From an optimization exercise on the open Yosys and OpenROAD flow, aimed at small area, a short achievable clock period and few clock cycles; shortcuts taken in it are not production practice. Function was checked by simulation only, so behaviour that the tests miss may differ from the original. No activity file was given, so power comes from the tool's default toggle rates.

Design two_class_job_queue_top, start of the top module:
module two_class_job_queue_top (
	input  wire         clk,
	input  wire         arst_n,
	input  wire         s_tvalid,
	output logic        s_tready,
	input  wire  [39:0] s_tdata,
	output logic        m_tvalid,
	input  wire         m_tready,
	output logic [71:0] m_tdata
);
	localparam int D  = tcjq_pkg::QUEUE_DEPTH;
	localparam int CW = tcjq_pkg::CW;
	logic        c_v;
	logic [35:0] c_q;
	logic [2:0]  cmd_q;
	logic [15:0] id_q, pages_q;
	logic        cls_q;
	assign {cls_q, pages_q, id_q, cmd_q} = c_q;
	logic          p_v;
	logic [D-1:0]  psel_q, nsel_q;      
	logic          e_enq_q, e_deq_q, e_head_q, e_find_q, e_cancel_q, e_cls_q;
	logic          e_badid_q, e_badpg_q, e_full_q;    
	logic          e_pf_q, e_nf_q, e_pany_q, e_nany_q;
	logic          o_v1;                
	logic [67:0]   r0_q, r1_q;
	logic [CW-1:0] pc_q, nc_q;
	logic [15:0]   done_q;
	logic room, go, push, pop, take;
	assign room = ~(m_tvalid & o_v1);   
	assign go   = c_v & (~p_v | room);
	assign push = p_v & room;
	assign pop  = m_tvalid & m_tready;
	assign take = s_tvalid & s_tready;
	logic c_v_n, p_v_n, o_v0_n, o_v1_n;
	always_comb begin
		c_v_n = take | (c_v & ~go);
		p_v_n = go | (p_v & ~push);
		o_v0_n = m_tvalid;
		o_v1_n = o_v1;
		if (pop) begin
			o_v0_n = o_v1 | push;
			o_v1_n = 1'b0;
		end else if (push) begin
			o_v0_n = 1'b1;
			o_v1_n = m_tvalid;
		end
	end
	logic [D-1:0] p_valid, n_valid, p_hit, n_hit, p_head, n_head, p_clr, n_clr;
	logic [31:0]  p_rd, n_rd;
	logic         p_ins, n_ins, ins_ok;
	tcjq_store u_pstore (.clk(clk), .arst_n(arst_n), .nkey(s_tdata[18:3]), .nload(take), .ins(p_ins), .ins_ok(ins_ok),
		.wdata({id_q, pages_q}), .clr(p_clr), .sel(psel_q),
		.valid(p_valid), .hit(p_hit), .head(p_head), .rdata(p_rd));
	tcjq_store u_nstore (.clk(clk), .arst_n(arst_n), .nkey(s_tdata[18:3]), .nload(take), .ins(n_ins), .ins_ok(ins_ok),
		.wdata({id_q, pages_q}), .clr(n_clr), .sel(nsel_q),
		.valid(n_valid), .hit(n_hit), .head(n_head), .rdata(n_rd));
	logic is_enq, is_deq, is_peek, is_find, is_cancel, is_head;
	logic p_any, n_any, p_full, n_full, p_found, n_found, id0, pg0;
	always_comb begin
		is_enq    = cmd_q == tcjq_pkg::CMD_ENQ;
		is_deq    = cmd_q == tcjq_pkg::CMD_DEQ;
		is_peek   = cmd_q == tcjq_pkg::CMD_PEEK;
  ...
Size: about 6,500 cells after synthesis, roughly 2,500 flip-flops, roughly 120 I/O pins.
Settings: LEC_CHECK=0, CAP_MARGIN=30, CORE_MARGIN=2, CORE_UTILIZATION=30, CTS_CLUSTER_DIAMETER=100, CTS_CLUSTER_SIZE=24, PLACE_DENSITY=0.4, SETUP_SLACK_MARGIN=4.8, SLEW_MARGIN=30, TNS_END_PERCENT=0; clock period 8.0 ns.
run.sh (not shown) runs the stock make flow with config.mk's settings and CLKGATE_MAP_FILE= SYNTH_SCRIPT=/design/flow/synth_recipe.tcl, a recipe that flattens the netlist after the stock synthesis.
Testbench counts at the start, summed over its fixed seeds: cycles 16,024.
Rerun with:
--- a/flow/design.v
+++ b/flow/design.v
@@ -25,63 +25,53 @@
 		entry_t      wdata;
 		logic [AW-1:0] raddr;
 	} mem_req_t;
 endpackage
 `default_nettype wire
 `timescale 1ns / 1ps
 `default_nettype none
 module tcjq_store (
 	input  wire                                  clk,
 	input  wire                                  arst_n,
-	input  wire  [15:0]                          nkey,   
-	input  wire                                  nload,  
+	input  wire  [15:0]                          key,    
 	input  wire                                  ins,    
 	input  wire                                  ins_ok,  
 	input  wire  [31:0]                          wdata,
 	input  wire  [tcjq_pkg::QUEUE_DEPTH-1:0]     clr,    
 	input  wire  [tcjq_pkg::QUEUE_DEPTH-1:0]     sel,    
 	output logic [tcjq_pkg::QUEUE_DEPTH-1:0]     valid,
 	output logic [tcjq_pkg::QUEUE_DEPTH-1:0]     hit,    
 	output logic [tcjq_pkg::QUEUE_DEPTH-1:0]     head,   
 	output logic [31:0]                          rdata   
 );
 	localparam int D = tcjq_pkg::QUEUE_DEPTH;
 	logic [31:0] mem_q [0:D-1];
-	logic [D-1:0] match_q;  
 	logic [D-1:0] below;    
 	logic [D-1:0] shift;    
 	logic [D-1:0] above;    
-	logic [D-1:0] eq;       
-	logic         eq_w;     
 	always_comb begin
 		below[0] = 1'b1;
 		for (int j = 1; j < D; j++) below[j] = below[j-1] & valid[j-1];
 		for (int j = 0; j < D; j++) shift[j] = ins & below[j];
 		above[D-1] = 1'b0;
 		for (int j = D - 2; j >= 0; j--) above[j] = above[j+1] | valid[j+1];
 		for (int j = 0; j < D; j++) begin
-			eq[j] = mem_q[j][31:16] == nkey;
-			hit[j] = valid[j] & match_q[j];
+			hit[j] = valid[j] && mem_q[j][31:16] == key;
 			head[j] = valid[j] & ~above[j];
 		end
-		eq_w = wdata[31:16] == nkey;
 		rdata = '0;
 		for (int j = 0; j < D; j++) rdata = rdata | (mem_q[j] & {32{sel[j]}});
 	end
 	always_ff @(posedge clk) begin
 		if (shift[0]) mem_q[0] <= wdata;
 		for (int j = 1; j < D; j++)
 			if (shift[j]) mem_q[j] <= mem_q[j-1];
-		if (nload) begin
-			match_q[0] <= shift[0] ? eq_w : eq[0];
-			for (int j = 1; j < D; j++) match_q[j] <= shift[j] ? eq[j-1] : eq[j];
-		end
 	end
 	always_ff @(posedge clk or negedge arst_n) begin
 		if (!arst_n) valid <= '0;
 		else begin
 			valid[0] <= shift[0] ? ins_ok : valid[0] & ~clr[0];
 			for (int j = 1; j < D; j++) valid[j] <= (valid[j] | shift[j]) & ~clr[j];
 		end
 	end
 endmodule
 `default_nettype wire
@@ -130,24 +120,24 @@
 			o_v0_n = o_v1 | push;
 			o_v1_n = 1'b0;
 		end else if (push) begin
 			o_v0_n = 1'b1;
 			o_v1_n = m_tvalid;
 		end
 	end
 	logic [D-1:0] p_valid, n_valid, p_hit, n_hit, p_head, n_head, p_clr, n_clr;
 	logic [31:0]  p_rd, n_rd;
 	logic         p_ins, n_ins, ins_ok;
-	tcjq_store u_pstore (.clk(clk), .arst_n(arst_n), .nkey(s_tdata[18:3]), .nload(take), .ins(p_ins), .ins_ok(ins_ok),
+	tcjq_store u_pstore (.clk(clk), .arst_n(arst_n), .key(id_q), .ins(p_ins), .ins_ok(ins_ok),
 		.wdata({id_q, pages_q}), .clr(p_clr), .sel(psel_q),
 		.valid(p_valid), .hit(p_hit), .head(p_head), .rdata(p_rd));
-	tcjq_store u_nstore (.clk(clk), .arst_n(arst_n), .nkey(s_tdata[18:3]), .nload(take), .ins(n_ins), .ins_ok(ins_ok),
+	tcjq_store u_nstore (.clk(clk), .arst_n(arst_n), .key(id_q), .ins(n_ins), .ins_ok(ins_ok),
 		.wdata({id_q, pages_q}), .clr(n_clr), .sel(nsel_q),
 		.valid(n_valid), .hit(n_hit), .head(n_head), .rdata(n_rd));
 	logic is_enq, is_deq, is_peek, is_find, is_cancel, is_head;
 	logic p_any, n_any, p_full, n_full, p_found, n_found, id0, pg0;
 	always_comb begin
 		is_enq    = cmd_q == tcjq_pkg::CMD_ENQ;
 		is_deq    = cmd_q == tcjq_pkg::CMD_DEQ;
 		is_peek   = cmd_q == tcjq_pkg::CMD_PEEK;
 		is_cancel = cmd_q == tcjq_pkg::CMD_CANCEL;
 		is_find   = cmd_q == tcjq_pkg::CMD_SEARCH || is_cancel;
Result: Sequential power drops by about 3%; synthesized area drops by 3.6%; cell area drops by 0.69%; final cell count drops by 2.5%; register-to-register slack is worse by 170 ps; global-route usage climbs by 2.8 points; setup slack is worse by 78 ps; synthesized cell count drops by 5.0%; non-clock buffer count climbs by 115; routed wire length climbs by 4.2%.
Testbench counts after the change, summed over its fixed seeds: cycles 16,024.

-- re-timing with driven ports --
How much do the figures lean on ideal ports? The routed layouts below were timed once more, with nothing changed but the port constraints. Step 1 (the two cells are an assumption about what drives the block):
set clk [get_ports {clk}]
set_driving_cell -lib_cell sky130_fd_sc_hd__clkbuf_16 $clk
set_driving_cell -lib_cell sky130_fd_sc_hd__buf_2 [delete_from_list [all_inputs] $clk]
Step 2 also shifts input and output timing later by t, the mid clock arrival at the registers, as if the neighbouring blocks saw the same clock. a / b / c = no drivers / after step 1 / after step 2; a / b = the first two.
| run | shift t [ns] | slack for setup (ns) | clock arrival spread, ns |
|---|---|---|---|
| the first run | 0.984 | 4.225 / 4.234 / 3.249 | 0.057 / 0.057 |
| the second run | 1.014 | 4.148 / 4.148 / 3.893 | 0.081 / 0.081 |
After both steps setup and hold are still met in every run listed. The setup slack of the first run, which loses most, moves by +0.009 ns with the drivers and by -0.976 ns with both steps.
